Background: an optimization exercise with open tools, aiming at a short achievable clock period and few clock cycles. Do not read the settings as production practice.
Only simulation tests tie the RTL to the original design; equivalence was not proved.
Power and IR drop assume default switching activity.

`design/flow/run.sh`:
```
#!/bin/bash
# synth_recipe.tcl (not shown) runs the flow's synth.tcl, then flattens the netlist and writes it again
# the make line also repeats each setting of config.mk as NAME=value (left out here)
make -C /OpenROAD-flow-scripts/flow DESIGN_CONFIG=/design/flow/config.mk WORK_HOME=/design/flow/orfs CLKGATE_MAP_FILE= SYNTH_SCRIPT=/design/flow/synth_recipe.tcl finish
```
`design/flow/config.mk`:
```
export PLATFORM = sky130hd
export DESIGN_NAME = sorted_table_with_prime_marks_unit
export DESIGN_NICKNAME = sorted_table_with_prime_marks_unit
export VERILOG_FILES = /design/flow/design.v
export SDC_FILE = /design/flow/constraint.sdc
export NUM_CORES = 4
export LEC_CHECK = 0
export CAP_MARGIN = 20
export CORE_MARGIN = 2
export CORE_UTILIZATION = 40
export SLEW_MARGIN = 20
```
`design/flow/constraint.sdc`:
```
create_clock -name core_clock -period 14.0 [get_ports {clk}]
set_input_delay 2.8000 -clock core_clock [delete_from_list [all_inputs] [get_ports {clk}]]
set_output_delay 2.8000 -clock core_clock [all_outputs]
set_load 0.01 [all_outputs]
```
`design/flow/design.v`:
```
`default_nettype none
package stpm_pkg;
    localparam int Capacity = 64;
    localparam int IdxW     = $clog2(Capacity);
    localparam int CntW     = 7;
    typedef enum logic [2:0] {
        OP_INSERT     = 3'd0,
        OP_REMOVE     = 3'd1,
        OP_READ_ASC   = 3'd2,
        OP_READ_SIDE  = 3'd3,
        OP_READ_PRIME = 3'd4
    } op_t;
    typedef enum logic [1:0] {
        ST_OK        = 2'd0,
        ST_NOT_FOUND = 2'd1,
        ST_FULL      = 2'd2,
        ST_RANGE     = 2'd3
    } status_t;
    typedef enum logic [3:0] {
        S_IDLE,
        S_PRIME,
        S_SHIFT_UP,
        S_SEARCH,
        S_SHIFT_DN,
        S_PSCAN,
        S_READ,
        S_DONE
    } state_t;
    typedef struct packed {
        logic [2:0]  operation;
        logic [31:0] value;
        logic [5:0]  position;
    } in_word_t;
    typedef struct packed {
        logic [31:0] result_value;
        logic [6:0]  entry_count;
        logic [6:0]  prime_count;
        logic        value_is_prime;
        logic [1:0]  status;
    } out_word_t;
endpackage
`default_nettype wire
`default_nettype none
module sorted_table_with_prime_marks_unit (
    input  wire logic        clk,
    input  wire logic        rst_n,
    input  wire logic        in_valid,
    output wire logic        in_ready,
    input  wire logic [2:0]  in_operation,
    input  wire logic [31:0] in_value,
    input  wire logic [5:0]  in_position,
    output wire logic        out_valid,
    input  wire logic        out_ready,
    output wire logic [31:0] out_result_value,
    output wire logic [6:0]  out_entry_count,
    output wire logic [6:0]  out_prime_count,
    output wire logic        out_value_is_prime,
    output wire logic [1:0]  out_status
);
    stpm_pkg::in_word_t in_data;
    assign in_data = {in_operation, in_value, in_position};
    logic [32:0] mem [stpm_pkg::Capacity];
    stpm_pkg::state_t      state_reg, state_next;
    stpm_pkg::in_word_t    req_reg, req_next;
    logic [stpm_pkg::CntW-1:0] fill_reg, fill_next;
    logic [stpm_pkg::CntW-1:0] pcnt_reg, pcnt_next;
    logic [stpm_pkg::CntW-1:0] j_reg, j_next;
    logic [stpm_pkg::CntW-1:0] seen_reg, seen_next;
    logic        mark_reg, mark_next;
    logic [31:0] res_reg, res_next;
    logic        rprime_reg, rprime_next;
    stpm_pkg::status_t     st_reg, st_next;
    logic        ovalid_reg, ovalid_next;
    logic [31:0] d_reg, d_next;
    logic [31:0] q_reg, q_next;
    logic [31:0] rem_reg, rem_next;
    logic [5:0]  bit_reg, bit_next;
    logic        div_busy_reg, div_busy_next;
    logic        wheel_reg, wheel_next;    
    logic [stpm_pkg::IdxW-1:0] raddr;
    logic [32:0]     rdata;
    logic            we;
    logic [stpm_pkg::IdxW-1:0] waddr;
    logic [32:0]     wdata;
    logic [32:0] trial;
    logic [63:0] dsq;
    always_ff @(posedge clk)
    begin
        if (we)
        begin
            mem[waddr] <= wdata;
        end
        rdata <= mem[raddr];
    end
    always_ff @(posedge clk or negedge rst_n)
    begin
        if (!rst_n)
        begin
            state_reg    <= stpm_pkg::S_IDLE;
            fill_reg     <= '0;
            pcnt_reg     <= '0;
            ovalid_reg   <= 1'b0;
            div_busy_reg <= 1'b0;
        end
        else
        begin
            state_reg    <= state_next;
            fill_reg     <= fill_next;
            pcnt_reg     <= pcnt_next;
            ovalid_reg   <= ovalid_next;
            div_busy_reg <= div_busy_next;
        end
    end
    always_ff @(posedge clk)
    begin
        req_reg    <= req_next;
        j_reg      <= j_next;
        seen_reg   <= seen_next;
        mark_reg   <= mark_next;
        res_reg    <= res_next;
        rprime_reg <= rprime_next;
        st_reg     <= st_next;
        d_reg      <= d_next;
        q_reg      <= q_next;
        rem_reg    <= rem_next;
        bit_reg    <= bit_next;
        wheel_reg  <= wheel_next;
    end
    assign trial = {rem_reg, q_reg[31]} - {1'b0, d_reg};
    assign dsq   = 64'(d_reg) * 64'(d_reg);
    assign in_ready = (state_reg == stpm_pkg::S_IDLE);
    assign out_valid = ovalid_reg;
    assign out_result_value = res_reg;
    assign out_entry_count = fill_reg;
    assign out_prime_count = pcnt_reg;
    assign out_value_is_prime = rprime_reg;
    assign out_status = st_reg;
    always_comb
    begin
        state_next    = state_reg;
        req_next      = req_reg;
        fill_next     = fill_reg;
        pcnt_next     = pcnt_reg;
        j_next        = j_reg;
        seen_next     = seen_reg;
        mark_next     = mark_reg;
        res_next      = res_reg;
        rprime_next   = rprime_reg;
        st_next       = st_reg;
        ovalid_next   = ovalid_reg;
        d_next        = d_reg;
        q_next        = q_reg;
        rem_next      = rem_reg;
        bit_next      = bit_reg;
        div_busy_next = div_busy_reg;
        wheel_next    = wheel_reg;
        raddr         = j_reg[stpm_pkg::IdxW-1:0];
        we            = 1'b0;
        waddr         = j_reg[stpm_pkg::IdxW-1:0];
        wdata         = rdata;
        case (state_reg)
            stpm_pkg::S_IDLE:
            begin
                if (in_valid)
                begin
                    req_next    = in_data;
                    res_next    = '0;
                    rprime_next = 1'b0;
                    st_next     = stpm_pkg::ST_OK;
                    seen_next   = '0;
                    j_next      = '0;
                    raddr       = '0;
                    case (in_data.operation)
                        stpm_pkg::OP_INSERT:
                        begin
                            if (fill_reg >= stpm_pkg::CntW'(stpm_pkg::Capacity))
                            begin
                                st_next    = stpm_pkg::ST_FULL;
                                state_next = stpm_pkg::S_DONE;
                            end
                            else
                            begin
                                mark_next     = ~in_data.value[31]
                                                && (in_data.value > 32'd1);
                                d_next        = 32'd2;
                                wheel_next    = 1'b0;
                                div_busy_next = 1'b0;
                                state_next    = stpm_pkg::S_PRIME;
                            end
                        end
                        stpm_pkg::OP_REMOVE:
                        begin
                            st_next    = stpm_pkg::ST_NOT_FOUND;
                            state_next = stpm_pkg::S_SEARCH;
                        end
                        stpm_pkg::OP_READ_ASC, stpm_pkg::OP_READ_SIDE:
                        begin
                            if (stpm_pkg::CntW'(in_data.position) >= fill_reg)
                            begin
                                st_next    = stpm_pkg::ST_RANGE;
                                state_next = stpm_pkg::S_DONE;
                            end
                            else
                            begin
                                if (in_data.operation == stpm_pkg::OP_READ_SIDE
                                    && in_data.position[0])
                                begin
                                    j_next = fill_reg - 7'd1
                                             - stpm_pkg::CntW'(in_data.position[5:1]);
                                end
                                else if (in_data.operation == stpm_pkg::OP_READ_SIDE)
                                begin
                                    j_next = stpm_pkg::CntW'(in_data.position[5:1]);
                                end
                                else
                                begin
                                    j_next = stpm_pkg::CntW'(in_data.position);
                                end
                                raddr      = j_next[stpm_pkg::IdxW-1:0];
                                state_next = stpm_pkg::S_READ;
                            end
                        end
                        stpm_pkg::OP_READ_PRIME:
                        begin
                            st_next    = stpm_pkg::ST_RANGE;
                            state_next = stpm_pkg::S_PSCAN;
                        end
                        default:
                        begin
                            state_next = stpm_pkg::S_DONE;
                        end
                    endcase
                end
            end
            stpm_pkg::S_PRIME:
            begin
                if (!mark_reg)
                begin
                    j_next     = fill_reg;
                    raddr      = fill_reg[stpm_pkg::IdxW-1:0] - stpm_pkg::IdxW'(1);
                    state_next = stpm_pkg::S_SHIFT_UP;
                end
                else if (!div_busy_reg)
                begin
                    if (dsq > 64'(req_reg.value))
                    begin
                        j_next     = fill_reg;
                        raddr      = fill_reg[stpm_pkg::IdxW-1:0] - stpm_pkg::IdxW'(1);
                        state_next = stpm_pkg::S_SHIFT_UP;
                    end
                    else
                    begin
                        q_next        = req_reg.value;
                        rem_next      = '0;
                        bit_next      = '0;
                        div_busy_next = 1'b1;
                    end
                end
                else
                begin
                    q_next = {q_reg[30:0], 1'b0};
                    if (!trial[32])
                    begin
                        rem_next = trial[31:0];
                    end
                    else
                    begin
                        rem_next = {rem_reg[30:0], q_reg[31]};
                    end
                    bit_next = bit_reg + 6'd1;
                    if (bit_reg == 6'd31)
                    begin
                        div_busy_next = 1'b0;
                        if (rem_next == '0)
                        begin
                            mark_next = 1'b0;
                        end
                        if (d_reg == 32'd2)
                        begin
                            d_next = 32'd3;
                        end
                        else if (d_reg == 32'd3)
                        begin
                            d_next = 32'd5;
                        end
                        else
                        begin
                            d_next     = d_reg + (wheel_reg ? 32'd4 : 32'd2);
                            wheel_next = ~wheel_reg;
                        end
                    end
                end
            end
            stpm_pkg::S_SHIFT_UP:
            begin
                if (j_reg != '0 && $signed(rdata[31:0]) > $signed(req_reg.value))
                begin
                    we     = 1'b1;
                    waddr  = j_reg[stpm_pkg::IdxW-1:0];
                    wdata  = rdata;
                    j_next = j_reg - 7'd1;
                    raddr  = j_reg[stpm_pkg::IdxW-1:0] - stpm_pkg::IdxW'(2);
                end
                else
                begin
                    we          = 1'b1;
                    waddr       = j_reg[stpm_pkg::IdxW-1:0];
                    wdata       = {mark_reg, req_reg.value};
                    fill_next   = fill_reg + 7'd1;
                    pcnt_next   = pcnt_reg + stpm_pkg::CntW'(mark_reg);
                    rprime_next = mark_reg;
                    state_next  = stpm_pkg::S_DONE;
                end
            end
            stpm_pkg::S_SEARCH:
            begin
                if (j_reg >= fill_reg)
                begin
                    state_next = stpm_pkg::S_DONE;
                end
                else
                begin
                    state_next = stpm_pkg::S_READ;
                end
            end
            stpm_pkg::S_SHIFT_DN:
            begin
                if (j_reg + 7'd1 < fill_reg)
                begin
                    we     = 1'b1;
                    waddr  = j_reg[stpm_pkg::IdxW-1:0];
                    wdata  = rdata;
                    j_next = j_reg + 7'd1;
                    raddr  = j_reg[stpm_pkg::IdxW-1:0] + stpm_pkg::IdxW'(2);
                end
                else
                begin
                    fill_next  = fill_reg - 7'd1;
                    state_next = stpm_pkg::S_DONE;
                end
            end
            stpm_pkg::S_PSCAN:
            begin
                if (j_reg >= fill_reg)
                begin
                    state_next = stpm_pkg::S_DONE;
                end
                else
                begin
                    state_next = stpm_pkg::S_READ;
                end
            end
            stpm_pkg::S_READ:
            begin
                case (req_reg.operation)
                    stpm_pkg::OP_REMOVE:
                    begin
                        if (rdata[31:0] == req_reg.value)
                        begin
                            st_next    = stpm_pkg::ST_OK;
                            pcnt_next  = pcnt_reg - stpm_pkg::CntW'(rdata[32]);
                            raddr      = j_reg[stpm_pkg::IdxW-1:0] + stpm_pkg::IdxW'(1);
                            state_next = stpm_pkg::S_SHIFT_DN;
                        end
                        else
                        begin
                            j_next     = j_reg + 7'd1;
                            raddr      = j_reg[stpm_pkg::IdxW-1:0] + stpm_pkg::IdxW'(1);
                            state_next = stpm_pkg::S_SEARCH;
                        end
                    end
                    stpm_pkg::OP_READ_PRIME:
                    begin
                        if (rdata[32] && seen_reg == stpm_pkg::CntW'(req_reg.position))
                        begin
                            res_next    = rdata[31:0];
                            rprime_next = 1'b1;
                            st_next     = stpm_pkg::ST_OK;
                            state_next  = stpm_pkg::S_DONE;
                        end
                        else
                        begin
                            seen_next  = seen_reg + stpm_pkg::CntW'(rdata[32]);
                            j_next     = j_reg + 7'd1;
                            raddr      = j_reg[stpm_pkg::IdxW-1:0] + stpm_pkg::IdxW'(1);
                            state_next = stpm_pkg::S_PSCAN;
                        end
                    end
                    default:
                    begin
                        res_next    = rdata[31:0];
                        rprime_next = rdata[32];
                        state_next  = stpm_pkg::S_DONE;
                    end
                endcase
            end
            stpm_pkg::S_DONE:
            begin
                if (!ovalid_reg)
                begin
                    ovalid_next = 1'b1;
                end
                else if (out_ready)
                begin
                    ovalid_next = 1'b0;
                    state_next  = stpm_pkg::S_IDLE;
                end
            end
            default:
            begin
                state_next = stpm_pkg::S_IDLE;
            end
        endcase
    end
endmodule
`default_nettype wire
```
==> results of run 1 <==
## cell type report
cell class	instances	area (um^2)
Timing Repair Buffer	525	4872
Tap cell	4160	5205
Multi-Input combinational cell	5434	51070
Clock inverter	138	1315
Inverter	1096	4129
Fill cell	27810	171800
Antenna cell	19	47.55
Sequential cell	2358	70380
Clock buffer	292	6200
## path summary, 6_finish.rpt
| path | endpoint | slack (ps) | depth (start not counted) |
|---|---|---|---|
| setup / recovery | rdata[13]$_DFF_P_ | 490 | 41 |
| hold / removal | pcnt_reg[6]$_DFFE_PN0P_ | 490 | 1 |
| setup reg to reg | rdata[13]$_DFF_P_ | 490 | 41 |
| hold reg to reg | pcnt_reg[6]$_DFFE_PN0P_ | 490 | 1 |
| max in group asynchronous | div_busy_reg$_DFFE_PN0P_ | 11270 | 2 |
| min in group asynchronous | ovalid_reg$_DFFE_PN0N_ | 2380 | 2 |
## kinds of logic (layout without fill, tap and decap cells)
family,after synthesis,count (layout),synth area share
xor+xnor,169,169,0.01169
mux,1090,1090,0.08626
other cells,0,19,0
compound gates,1287,1287,0.06831
buf+inv,1547,2051,0.04859
fa+ha+maj,1225,1225,0.1692
simple gates,1663,1663,0.05996
flops,2358,2358,0.5560
## cells in the mapped netlist (9+ instances only)
| cell | number |
|---|---|
| a211o_1 | 10 |
| a211oi_1 | 63 |
| a21o_1 | 53 |
| a21oi_1 | 213 |
| a221oi_1 | 73 |
| a22o_1 | 66 |
| a22oi_1 | 105 |
| a31oi_1 | 16 |
| a32oi_1 | 66 |
| and2_1 | 47 |
| and3_1 | 26 |
| and4_1 | 35 |
| buf_1 | 49 |
| buf_2 | 128 |
| buf_4 | 31 |
| buf_6 | 9 |
| clkbuf_1 | 234 |
| clkinv_1 | 9 |
| dfrtp_1 | 19 |
| dfxtp_1 | 33 |
| edfxtp_1 | 2306 |
| fa_1 | 812 |
| ha_1 | 413 |
| inv_1 | 1085 |
| mux2i_1 | 1084 |
| nand2_1 | 643 |
| nand2b_1 | 25 |
| nand3_1 | 101 |
| nand4_1 | 82 |
| nor2_1 | 495 |
| nor2b_1 | 58 |
| nor3_1 | 51 |
| nor4_1 | 33 |
| o211ai_1 | 25 |
| o21a_1 | 27 |
| o21ai_0 | 244 |
| o21ai_1 | 17 |
| o21bai_1 | 17 |
| o22ai_1 | 205 |
| o31ai_1 | 11 |
| or2_2 | 10 |
| or3_1 | 18 |
| xnor2_1 | 110 |
| xor2_1 | 59 |
## report_power, final
group / switching, W / internal [W]
clock: 0.00272 / 0.00354
sequential: 0.000351 / 0.00938
combinational: 0.0114 / 0.00595
total: 0.0145 / 0.0189
## metrics by stage
stage	total power [W]	hold WS (ps)	setup WS [ps]	instance area, um^2	util
after detailed placement	0.02699	486.9	326.8	135600	0.4305
after floorplan	0.01957	500.0	202.5	126600	-
after global placement	0.02675	473.8	349.5	135600	0.4305
final	0.03336	490.3	493.8	143200	0.4547
after CTS	0.03324	496.3	250.2	143100	0.4543
after global routing	0.03454	539.5	29.53	143200	0.4546
## per-layer routing
metal,track usage,vias up,share of wire
met5,0,-,0.00030
met1,0.3339,41260,0.40
met2,0.3894,3649,0.46
met4,0.1015,18,0.047
met3,0.04099,804,0.089
li1,-,34160,-
## cells in the final DEF, fill, tap and decap left out, types with 64 or more instances in the layout
cell	synthesis	layout
clkbuf_16	0	239
nand3_1	101	98
o21ai_0	244	210
xnor2_1	110	109
a21oi_1	213	212
a221oi_1	73	73
edfxtp_1	2306	2306
nand4_1	82	82
nand2_1	643	642
nor2_4	0	64
buf_4	31	374
nor2_1	495	430
o22ai_1	205	205
a22o_1	66	66
clkdlybuf4s50_1	0	95
mux2i_1	1084	1084
inv_1	1085	1080
fa_1	812	812
a22oi_1	105	105
a32oi_1	66	66
ha_1	413	413
## repair_timing
| item | CTS | global route |
|---|---|---|
| resized for setup | 0 | 6 |
| endpoints found under the setup margin | 0 | 33 |
| buffers inserted | 0 | 1 |
==> run_results.csv, run 1 <==
group,metric,value,unit
floorplanning,dieHeight,566.6,um
global_routing,grt_pass1_wl,573800,um
global_routing,antenna_found_initial,36,
sta,clock_skew,123.3,ps
flow_run,max_cap_viol_count,0,
final_layout,drive_gt1_frac,0.09509,
pwr,peakVddDrop,0.3001,mV
cts,hold_buffers,0,
logic_synthesis,synth-main-ff-cell,"edfxtp_1",
floorplanning,die_w,566.6,um
worst_setup_path,crit_type,"flop to flop",
logic_synthesis,syn_inst,9339,
drt,dr.first_iter.drc_count,8623,
sta,fmaxAchievable,74.04,MHz
sta,timing.slew.headroom,0.2021,
sta,setup_tns,0,ps
logic_synthesis,async_reset_ff_frac,0.008058,
sta,rsz0062_at_grt,"no",
status,outcome,"complete, no violations",
cts,cts_buffers,237,
logic_synthesis,synth-edff-count,2306,
cts,clk_latency,930,ps
final_layout,nets,10920,
final_layout,largest_reg_flops,2112,
drt,avgRoutedWirePerCell,28.40,um
cts,tritoncts,"yes",
sta,period_needed,13510,ps
sta,slew_violations,0,
pwr,p_per_area,233.0,nW/um^2
worst_setup_path,cp_slowest_cell,"o21ai_0",
worst_setup_path,cp_slowest_stage_delay,910,ps
placement,place.detailed.instances,13570,
logic_synthesis,syn-num-nets,10610,
drt,vias_per_cell,5.697,
sta,tightest_slew,1186,ps
logic_synthesis,synth_cell_types,97,
worst_hold_path,hold_start,"pcnt_reg[6]$_DFFE_PN0P_",
pwr,leakagePower,56.08,nW
final_layout,final_cells,14020,
global_routing,grt_max_degree,107,
cts,htreeDepth,4,
placement,hpwlAfterDp,264700,um
floorplanning,initial_core_util,0.4019,
worst_setup_path,worstPathArrival,14200,ps
drt,drt_pass1_iterations,6,
placement,place_congestion,0.9706,
drt,drtAntennaViolNets,0,
worst_setup_path,worstPathMaxFanout,29,
floorplanning,die-area,321000,um^2
worst_setup_path,required,14700,ps
final_layout,areaGrowthSynthToFinish,13.13,%
logic_synthesis,ys_seq_area_frac,0.5560,
cts,clkSlewWorstSetupHoldPaths,70,ps
logic_synthesis,synth_warnings,1,
floorplanning,core_area,315000,um^2
worst_setup_path,cpMostUsedCell,"fa_1",
global_routing,track_usage,0.2452,
worst_setup_path,startpoint,"d_reg[9]$_SDFFCE_PP0P_",
placement,io_buffers,95,
logic_synthesis,syn_avg_cell_area,13.56,um^2
logic_synthesis,synth_seq_cells,2358,
drt,vias,79890,
sta,post-route-period-util,0.9647,
floorplanning,num_rows,206,
cts,cts_num_sinks,2358,
logic_synthesis,synth_area,126600,um^2
global_routing,grt_pass1_vias,80650,
cts,clock_tree.buffer_depth,4,
floorplanning,io-pin-count,96,
worst_setup_path,start_kind,"flop",
cts,cts-root-buf,"clkbuf_16",
global_routing,grt_remaining_overflow,0,
sta,finalHoldViolCount,0,
logic_synthesis,synth_top_area_cell,"edfxtp_1",
drt,drcViolationCount,0,
logic_synthesis,yosys.area.top_type_share,0.5470,
drt,totalWireLength,398200,um
worst_setup_path,crit_family,"adder cells",
worst_setup_path,endpoint_kind,"flop",
worst_setup_path,crit_buf_inv,6,
sta,finalSetupViolCount,0,
logic_synthesis,ys_top_cells_by_area,"edfxtp_1 (55%), fa_1 (13%), mux2i_1 (8.6%), ha_1 (4.1%), inv_1 (3.2%)",
worst_hold_path,hold_class,"flop to flop",
worst_setup_path,r2r_start,"d_reg[9]$_SDFFCE_PP0P_",
Testbench counts, summed over its fixed seeds: cycles 693,189.
==> run 2: changes to the inputs <==
--- a/design/flow/design.v
+++ b/design/flow/design.v
@@ -77,6 +77,7 @@
     logic [5:0]  bit_reg, bit_next;
     logic        div_busy_reg, div_busy_next;
     logic        wheel_reg, wheel_next;    
+    logic [63:0] dsq_reg, dsq_next;        
     logic [stpm_pkg::IdxW-1:0] raddr;
     logic [32:0]     rdata;
     logic            we;
@@ -125,9 +126,10 @@
         rem_reg    <= rem_next;
         bit_reg    <= bit_next;
         wheel_reg  <= wheel_next;
+        dsq_reg    <= dsq_next;
     end
     assign trial = {rem_reg, q_reg[31]} - {1'b0, d_reg};
-    assign dsq   = 64'(d_reg) * 64'(d_reg);
+    assign dsq   = dsq_reg;
     assign in_ready = (state_reg == stpm_pkg::S_IDLE);
     assign out_valid = ovalid_reg;
     assign out_result_value = res_reg;
@@ -154,6 +156,7 @@
         bit_next      = bit_reg;
         div_busy_next = div_busy_reg;
         wheel_next    = wheel_reg;
+        dsq_next      = dsq_reg;
         raddr         = j_reg[stpm_pkg::IdxW-1:0];
         we            = 1'b0;
         waddr         = j_reg[stpm_pkg::IdxW-1:0];
@@ -184,6 +187,7 @@
                                                 && (in_data.value > 32'd1);
                                 d_next        = 32'd2;
                                 wheel_next    = 1'b0;
+                                dsq_next      = 64'd4;
                                 div_busy_next = 1'b0;
                                 state_next    = stpm_pkg::S_PRIME;
                             end
@@ -277,16 +281,25 @@
                         end
                         if (d_reg == 32'd2)
                         begin
-                            d_next = 32'd3;
+                            d_next   = 32'd3;
+                            dsq_next = 64'd9;
                         end
                         else if (d_reg == 32'd3)
                         begin
-                            d_next = 32'd5;
+                            d_next   = 32'd5;
+                            dsq_next = 64'd25;
+                        end
+                        else if (wheel_reg)
+                        begin
+                            d_next     = d_reg + 32'd4;
+                            dsq_next   = dsq_reg + {29'd0, d_reg, 3'd0} + 64'd16;
+                            wheel_next = 1'b0;
                         end
                         else
                         begin
-                            d_next     = d_reg + (wheel_reg ? 32'd4 : 32'd2);
-                            wheel_next = ~wheel_reg;
+                            d_next     = d_reg + 32'd2;
+                            dsq_next   = dsq_reg + {30'd0, d_reg, 2'd0} + 64'd4;
+                            wheel_next = 1'b1;
                         end
                     end
                 end
==> run 2 against run 1 <==
Still clean; hold slack got worse by 65 ps; via count decreased by 18%; global-route usage decreased by 0.96 points; first-iteration DRC count increased by 1.6%; clock power increased by 7.0%; synthesized area decreased by 17%; critical path type unchanged; largest cell class unchanged; highest routed layer unchanged.
==> run_results.csv, run 2 <==
group,metric,value,unit
final_layout,layout_commonest_cell,"edfxtp_1",
logic_synthesis,synthXorXnorAreaFrac,0.01368,
pwr,p_switching,0.01279,W
floorplanning,num_rows,188,
worst_setup_path,start_kind,"flop",
cts,htreeDepth,4,
cts,post_cts_buffers,0,
sta,setup_tns,0,ps
sta,clock_skew,139.2,ps
logic_synthesis,post_synth_and_or_nand_nor_area_fraction,0.07540,
pwr,swShare,0.4212,
worst_setup_path,required,14740,ps
sta,timing.hold.ws,425.4,ps
pwr,power.internal,0.01758,W
logic_synthesis,synth_top_area_cell,"edfxtp_1",
sta,finalSetupViolCount,0,
global_routing,track_usage,0.2356,
final_layout,nets,7275,
final_layout,largest_reg_flops,2112,
drt,totalWireLength,323700,um
worst_setup_path,cp_slowest_cell,"nand3_1",
final_layout,areaGrowthSynthToFinish,13.24,%
floorplanning,core_area,262500,um^2
sta,rsz0062_at_grt,"no",
pwr,leakagePower,39.48,nW
sta,slew_violations,0,
logic_synthesis,synth_compound_area_frac,0.09784,
placement,place_congestion,0.9183,
logic_synthesis,synth_seq_cells,2421,
logic_synthesis,synth_area,105700,um^2
worst_setup_path,cp_slowest_stage_delay,980,ps
logic_synthesis,synth_warnings,1,
cts,cts.repair.resized,0,
logic_synthesis,syn_inst,6860,
final_layout,layout_common_cells,"edfxtp_1 (2,369), nand2_1 (336), and3_1 (281), ha_1 (270), clkbuf_16 (240)",
worst_setup_path,worstPathMaxFanout,119,
floorplanning,initial_core_util,0.4025,
status,outcome,"complete, no violations",
global_routing,grt_pass1_wl,462400,um
floorplanning,dieHeight,517.9,um
global_routing,antenna_found_initial,20,
floorplanning,die_w,517.9,um
final_layout,drive_gt1_frac,0.1344,
logic_synthesis,synth-edff-count,2369,
cts,hold_buffers,0,
sta,tightest_slew,1263,ps
logic_synthesis,yosys.area.top_type_share,0.6733,
cts,cts_buffers,240,
pwr,peakVddDrop,0.3106,mV
cts,cts_num_sinks,2421,
global_routing,grt_remaining_overflow,0,
pwr,seq_power_share,0.325,
worst_setup_path,rrSetupSlack,5710,ps
cts,cts-root-buf,"clkbuf_16",
logic_synthesis,syn-num-nets,7180,
sta,period_needed,8290,ps
drt,vias_per_cell,6.146,
logic_synthesis,yosys-top-cells-count,"edfxtp_1 (2,369), nand2_1 (340), clkbuf_1 (320), and3_1 (282), nor2_1 (278)",
drt,dr.first_iter.drc_count,8758,
logic_synthesis,syn_avg_cell_area,15.40,um^2
sta,finalHoldViolCount,0,
logic_synthesis,async_reset_ff_frac,0.007848,
final_layout,final_cells,10690,
worst_setup_path,crit_family,"compound AO/OA/AOI/OAI gates",
logic_synthesis,synth_fa_ha_area_frac,0.03292,
drt,drcViolationCount,0,
worst_setup_path,cpMostUsedCell,"nor2_1",
logic_synthesis,synth-main-ff-cell,"edfxtp_1",
cts,clkSlewWorstSetupHoldPaths,70,ps
global_routing,grt_pass1_vias,62800,
worst_setup_path,crit_buf_inv,2,
floorplanning,io-pin-count,96,
logic_synthesis,synth_top_family_by_area,"compound AO/OA/AOI/OAI gates",
cts,clk_latency,970,ps
drt,drtAntennaViolNets,0,
drt,vias,65690,
cts,clock_tree.buffer_depth,3,
placement,hpwlAfterDp,192500,um
pwr,power.share.clock,0.221,
drt,drt_pass1_iterations,8,
final_layout,postLayoutCoreUtil,0.4558,
global_routing,grt_max_degree,125,
sta,timing.slew.headroom,0.1561,
floorplanning,die-area,268300,um^2
logic_synthesis,synth.most_common_cell,"edfxtp_1",
worst_setup_path,crit_type,"flop to flop",
flow_run,max_cap_viol_count,0,
logic_synthesis,ys_seq_area_frac,0.6841,
pwr,comb_power_share,0.455,
logic_synthesis,synth_cell_types,96,
worst_setup_path,endpoint_kind,"flop",
logic_synthesis,synth_mux_area_frac,0.07211,
worst_hold_path,hold_class,"flop to flop",
logic_synthesis,ys_top_cells_by_area,"edfxtp_1 (67%), mux4_2 (4.8%), ha_1 (3.2%), mux2i_1 (2.0%), and3_1 (1.7%)",
placement,place.detailed.instances,10230,
sta,fmaxAchievable,120.6,MHz
worst_setup_path,path_cells,"nand3_1, nor2_1, xor2_1, ha_1, or4_1, o22ai_1, nor2_1, a21oi_1, buf_4, a32o_4, nand2_8, buf_12, a2111oi_0, a311oi_1, a22oi_1, a211oi_1",
sta,post-route-period-util,0.5921,
drt,avgRoutedWirePerCell,30.28,um
placement,io_buffers,95,
cts,tritoncts,"yes",
pwr,p_per_area,253.9,nW/um^2
worst_setup_path,worstPathArrival,9030,ps
[run 2: cell count changes after synthesis, moves of 143 or more]
cell / previous run / this run
inv_1: 1085 / 134
mux2i_1: 1084 / 211
fa_1: 812 / 5
nand2_1: 643 / 340
and3_1: 26 / 282
mux4_2: 0 / 225
nor2_1: 495 / 278
ha_1: 413 / 270
[run 2: final timing paths]
| check | startpoint | end | cells after the start |
|---|---|---|---|
| worst max-delay path | j_reg[3]$_DFFE_PP_ | rdata[5]$_DFF_P_ | 16 |
| worst max register to register | j_reg[3]$_DFFE_PP_ | rdata[5]$_DFF_P_ | 16 |
| max in group asynchronous | rst_n | ovalid_reg$_DFFE_PN0N_ | 1 |
| min in group asynchronous | rst_n | pcnt_reg[2]$_DFFE_PN0P_ | 1 |
| worst min register to register | q_reg[7]$_DFFE_PP_ | q_reg[8]$_DFFE_PP_ | 2 |
| worst min-delay path | q_reg[7]$_DFFE_PP_ | q_reg[8]$_DFFE_PP_ | 2 |
[run 2: power by group through the flow]
stage	clock network (W)	logic [W]	registers [W]
after CTS	0.00678	0.0136	0.00984
after floorplan	0	0.00837	0.00975
after global placement	0	0.0135	0.00999
after detailed placement	0	0.0136	0.0100
after global routing	0.00704	0.0145	0.00986
final	0.00670	0.0138	0.00986
[run 2: per-layer routing]
layer	routed length, um	part of all wire	vias to the layer above	GRT usage
li1	-	-	27940	-
met1	135200	0.42	33920	0.3416
met2	144000	0.44	3359	0.3546
met3	33070	0.10	468	0.04613
met4	11360	0.035	8	0.07969
met5	56	0.00017	-	0
[run 2: area by class of cell]
| class | instances | area [um^2] |
|---|---|---|
| Antenna cell | 7 | 17.52 |
| Clock buffer | 306 | 6404 |
| Fill cell | 22670 | 142900 |
| Clock inverter | 148 | 1883 |
| Tap cell | 3515 | 4398 |
| Inverter | 138 | 519.2 |
| Timing Repair Buffer | 295 | 2564 |
| Multi-Input combinational cell | 3859 | 31580 |
| Sequential cell | 2421 | 72280 |
[run 2: tightest hold or removal path, cell delays in order, from the launching register on]
cell and delay (ps):
edfxtp_1 330, nand2_1 60, o21ai_0 60
[run 2: kinds of logic after synthesis]
kind of cell,Yosys count
flip-flops,2421
AND/OR/NAND/NOR,1490
AO/OA/AOI/OAI,1454
multiplexers,475
XOR/XNOR,165
buffers and inverters,580
adder cells (fa/ha/maj),275
[run 2: through the flow]
stage	power (W)	setup WS, ps	cell area [um^2]
final	0.03037	5710	119600
after global routing	0.03139	5478	119600
after CTS	0.03026	6007	119600
after detailed placement	0.02360	5351	111300
after global placement	0.02346	5294	111300
after floorplan	0.01812	7848	105700
Testbench counts of run 2, summed over its fixed seeds: cycles 693,189.
==> run 3: changes to the inputs <==
--- a/design/flow/design.v
+++ b/design/flow/design.v
@@ -83,7 +83,8 @@
     logic            we;
     logic [stpm_pkg::IdxW-1:0] waddr;
     logic [32:0]     wdata;
-    logic [32:0] trial;
+    logic [32:0] trial, trial2;
+    logic [31:0] rem1;
     logic [63:0] dsq;
     always_ff @(posedge clk)
     begin
@@ -128,7 +129,9 @@
         wheel_reg  <= wheel_next;
         dsq_reg    <= dsq_next;
     end
-    assign trial = {rem_reg, q_reg[31]} - {1'b0, d_reg};
+    assign trial  = {rem_reg, q_reg[31]} - {1'b0, d_reg};
+    assign rem1   = !trial[32] ? trial[31:0] : {rem_reg[30:0], q_reg[31]};
+    assign trial2 = {rem1, q_reg[30]} - {1'b0, d_reg};
     assign dsq   = dsq_reg;
     assign in_ready = (state_reg == stpm_pkg::S_IDLE);
     assign out_valid = ovalid_reg;
@@ -262,17 +265,17 @@
                 end
                 else
                 begin
-                    q_next = {q_reg[30:0], 1'b0};
-                    if (!trial[32])
+                    q_next = {q_reg[29:0], 2'b00};
+                    if (!trial2[32])
                     begin
-                        rem_next = trial[31:0];
+                        rem_next = trial2[31:0];
                     end
                     else
                     begin
-                        rem_next = {rem_reg[30:0], q_reg[31]};
+                        rem_next = {rem1[30:0], q_reg[30]};
                     end
-                    bit_next = bit_reg + 6'd1;
-                    if (bit_reg == 6'd31)
+                    bit_next = bit_reg + 6'd2;
+                    if (bit_reg == 6'd30)
                     begin
                         div_busy_next = 1'b0;
                         if (rem_next == '0)
==> run 3 against run 2 <==
Critical path type is now primary input to flop; die area up 3.1%; global-route usage up 0.55 points; largest power group unchanged; synthesized cell count up 21%; final cell count up 14%; sequential cell count down 1; final area up 3.1%; wire length up 5.6%.
==> run_results.csv, run 3 <==
group,metric,value,unit
cts,cts_buffers,276,
sta,tightest_slew,1272,ps
worst_setup_path,cp-endpoint,"rdata[17]$_DFF_P_",
global_routing,track_usage,0.2411,
final_layout,multiInputGateArea,34970,um^2
drt,avgRoutedWirePerCell,28.04,um
logic_synthesis,synth.most_common_cell,"edfxtp_1",
logic_synthesis,synth_cell_types,98,
final_layout,nets,8773,
drt,drtAntennaViolNets,0,
logic_synthesis,synth_mux_area_frac,0.04287,
pwr,peakVddDrop,0.3866,mV
drt,vias,73460,
logic_synthesis,syn-num-nets,8678,
cts,hold_buffers,0,
final_layout,largest_reg_flops,2112,
drt,top_layer,"met5",
logic_synthesis,ys_seq_area_frac,0.6632,
logic_synthesis,synth_warnings,1,
logic_synthesis,synth_area,108900,um^2
logic_synthesis,synth_top_area_cell,"edfxtp_1",
cts,post_cts_buffers,0,
drt,m1WireLength,140000,um
drt,drt_pass1_iterations,8,
worst_setup_path,crit_buf_inv,4,
sta,fmaxAchievable,111.8,MHz
worst_setup_path,crit_type,"primary input to flop",
sta,rsz0062_at_grt,"no",
floorplanning,io-pin-count,96,
drt,vias_per_cell,6.028,
sta,timing.slew.headroom,0.1444,
worst_setup_path,crit_cells,15,
worst_setup_path,regToRegEndpoint,"mark_reg$_DFFE_PP_",
sta,finalHoldViolCount,0,
logic_synthesis,synth_top_family_by_area,"simple AND/OR/NAND/NOR gates",
cts,tritoncts,"yes",
final_layout,areaGrowthSynthToFinish,13.25,%
final_layout,regArea,72250,um^2
floorplanning,initial_core_util,0.4023,
logic_synthesis,post_synth_and_or_nand_nor_area_fraction,0.1263,
logic_synthesis,synth-edff-count,2368,
worst_hold_path,hold_start,"pcnt_reg[6]$_DFFE_PN0P_",
sta,clock_skew,80.28,ps
global_routing,grt_remaining_overflow,0,
placement,hpwlAfterDp,201100,um
placement,io_buffers,95,
drt,met2_length,152100,um
drt,totalWireLength,341700,um
drt,dr_wl_met3,37620,um
sta,period_needed,8944,ps
logic_synthesis,synth-main-ff-cell,"edfxtp_1",
sta,setup_tns,0,ps
worst_setup_path,worstPathMaxFanout,100,
floorplanning,die-area,276500,um^2
floorplanning,num_rows,191,
logic_synthesis,syn_avg_cell_area,13.09,um^2
final_layout,fill_cells,23850,
final_layout,layout_commonest_cell,"edfxtp_1",
logic_synthesis,ys_top_cells_by_area,"edfxtp_1 (65%), nand2_1 (5.5%), ha_1 (3.5%), mux2i_1 (2.2%), nand3_1 (2.1%)",
worst_setup_path,path_cells,"clkdlybuf4s50_1, inv_1, ha_1, nand2b_1, a2111oi_0, o31a_1, o21ai_1, o32a_1, o211a_4, buf_12, buf_4, mux4_2, nor2b_1, nor4_1, o32ai_1",
worst_setup_path,crit_family,"compound AO/OA/AOI/OAI gates",
floorplanning,core_area,270800,um^2
logic_synthesis,syn_inst,8325,
cts,cts_num_sinks,2420,
sta,post-route-period-util,0.6389,
final_layout,layout_common_cells,"edfxtp_1 (2,368), nand2_1 (1,607), nand3_1 (455), ha_1 (302), clkbuf_16 (284)",
global_routing,antenna_found_initial,20,
logic_synthesis,synth_seq_cells,2420,
worst_setup_path,endpoint_kind,"flop",
worst_setup_path,worstPathArrival,9680,ps
logic_synthesis,synth_fa_ha_area_frac,0.03579,
logic_synthesis,yosys.area.top_type_share,0.6528,
floorplanning,dieHeight,525.9,um
cts,htreeDepth,5,
drt,dr.first_iter.drc_count,9891,
worst_setup_path,start_kind,"primary input",
worst_setup_path,required,14730,ps
flow_run,max_cap_viol_count,0,
worst_setup_path,cp_slowest_cell,"nor4_1",
status,outcome,"complete, no violations",
pwr,p_per_area,247.8,nW/um^2
logic_synthesis,synthXorXnorAreaFrac,0.01543,
sta,finalSetupViolCount,0,
global_routing,grt_pass1_wl,493300,um
pwr,leakagePower,42.54,nW
cts,clk_latency,940,ps
sta,slew_violations,0,
worst_setup_path,cp_slowest_stage_delay,970,ps
global_routing,grt_max_degree,156,
logic_synthesis,synth_compound_area_frac,0.09128,
worst_hold_path,hold_class,"flop to flop",
placement,place_congestion,0.9145,
floorplanning,die_w,525.9,um
logic_synthesis,async_reset_ff_frac,0.007851,
worst_setup_path,r2r_start,"d_reg[1]$_SDFFCE_PP1P_",
global_routing,grt_pass1_vias,69130,
cts,clkSlewWorstSetupHoldPaths,60,ps
worst_setup_path,r2r_cells,26,
cts,cts.repair.resized,0,
cts,clock_tree.buffer_depth,4,
worst_setup_path,rrSetupSlack,5090,ps
worst_setup_path,startpoint,"in_position[0]",
final_layout,drive_gt1_frac,0.1055,
final_layout,postLayoutCoreUtil,0.4556,
drt,drcViolationCount,0,
cts,cts-root-buf,"clkbuf_16",
logic_synthesis,yosys-top-cells-count,"edfxtp_1 (2,368), nand2_1 (1,608), nand3_1 (455), nor2_1 (319), ha_1 (302)",
-- run 3: changes by cell type after synthesis, sizes merged, moves of 111 or more --
cell,previous run,this run
nand2,341,1608
nand3,80,457
mux4,225,56
buf,122,253
a211oi,157,36
a311oi,100,211
-- run 3: cells by family (layout without fill, tap and decap cells) --
kind of cell,Yosys count,after routing
mux,385,385
fa+ha+maj,308,308
simple gates,3052,3052
xor+xnor,191,191
other cells,0,9
flops,2420,2420
buf+inv,630,912
compound gates,1339,1339
-- run 3: how the worst min path moves through the flow --
stage | end | slack, ps | depth (start not counted)
3_3_place_gp | pcnt_reg[6]$_DFFE_PN0P_ | 470 | 1
5_1_grt | pcnt_reg[6]$_DFFE_PN0P_ | 510 | 1
3_5_place_dp | pcnt_reg[6]$_DFFE_PN0P_ | 470 | 1
6_report | pcnt_reg[6]$_DFFE_PN0P_ | 480 | 1
4_1_cts | pcnt_reg[6]$_DFFE_PN0P_ | 480 | 1
2_1_floorplan | q_reg[30]$_DFFE_PP_ | 500 | 2
-- run 3: layer usage --
metal  vias to the layer above  track usage
met3                       648      0.05347
li1                      31850            -
met4                        12      0.07934
met5                         -            0
met2                      3960       0.3661
met1                     36990       0.3420
-- run 3: where the power goes --
group	switching (W)	leakage, nW	internal (W)
Clock	0.00285	4.12	0.00407
Combinational	0.00989	16.6	0.00387
Sequential	0.000377	21.8	0.00952
-- run 3: through the flow --
step	hold slack (ps)	std cells	power, W	worst slack [ps]	area (um^2)
2_1_floorplan	496.3	8325	0.01790	7418	108900
3_3_place_gp	467.9	11710	0.02326	4032	114800
3_5_place_dp	469.3	11710	0.02346	4372	114900
4_1_cts	482.1	12180	0.03035	5097	123300
5_1_grt	508.9	12180	0.03164	4562	123400
6_report	478.7	12190	0.03057	5056	123400
-- run 3: cell type report --
cell class,count,area share
clock buffer,354,0.06038
clock inverter,111,0.008296
inverter,151,0.004604
timing repair buffer,296,0.02126
sequential,2420,0.5856
tap,3570,0.03621
antenna,9,0.0001826
multi-input combinational,5275,0.2835
Testbench counts of run 3, summed over its fixed seeds: cycles 392,325.

[static timing again, ports no longer ideal]
In the flow no input, the clock included, has a driving cell. The finished layouts below were timed again as built, in two steps. Step 1: set_driving_cell puts a clkbuf_16 on clk and a buf_2 on each other input, an assumption about the parent block. Step 2 moves the port delays by t, midway between the first and last clock arrival at a register: inputs arrive t later, outputs are due t later. That takes back most of the time a late clock gives input paths. Three values: ideal ports, drivers, drivers and shift; two values: the first two.
run | shift t [ns] | slack for setup (ns) | latest minus earliest clock arrival (ns)
run 1 | 0.964 | 0.494 / 0.494 / 0.494 | 0.124 / 0.124
run 2 | 0.997 | 5.710 / 5.710 / 5.275 | 0.140 / 0.140
run 3 | 0.994 | 5.056 / 5.089 / 4.133 | 0.081 / 0.080
After both steps setup and hold are still met in every run listed. The setup slack of run 3, which loses most, moves by +0.033 ns with the drivers and by -0.923 ns with both steps.
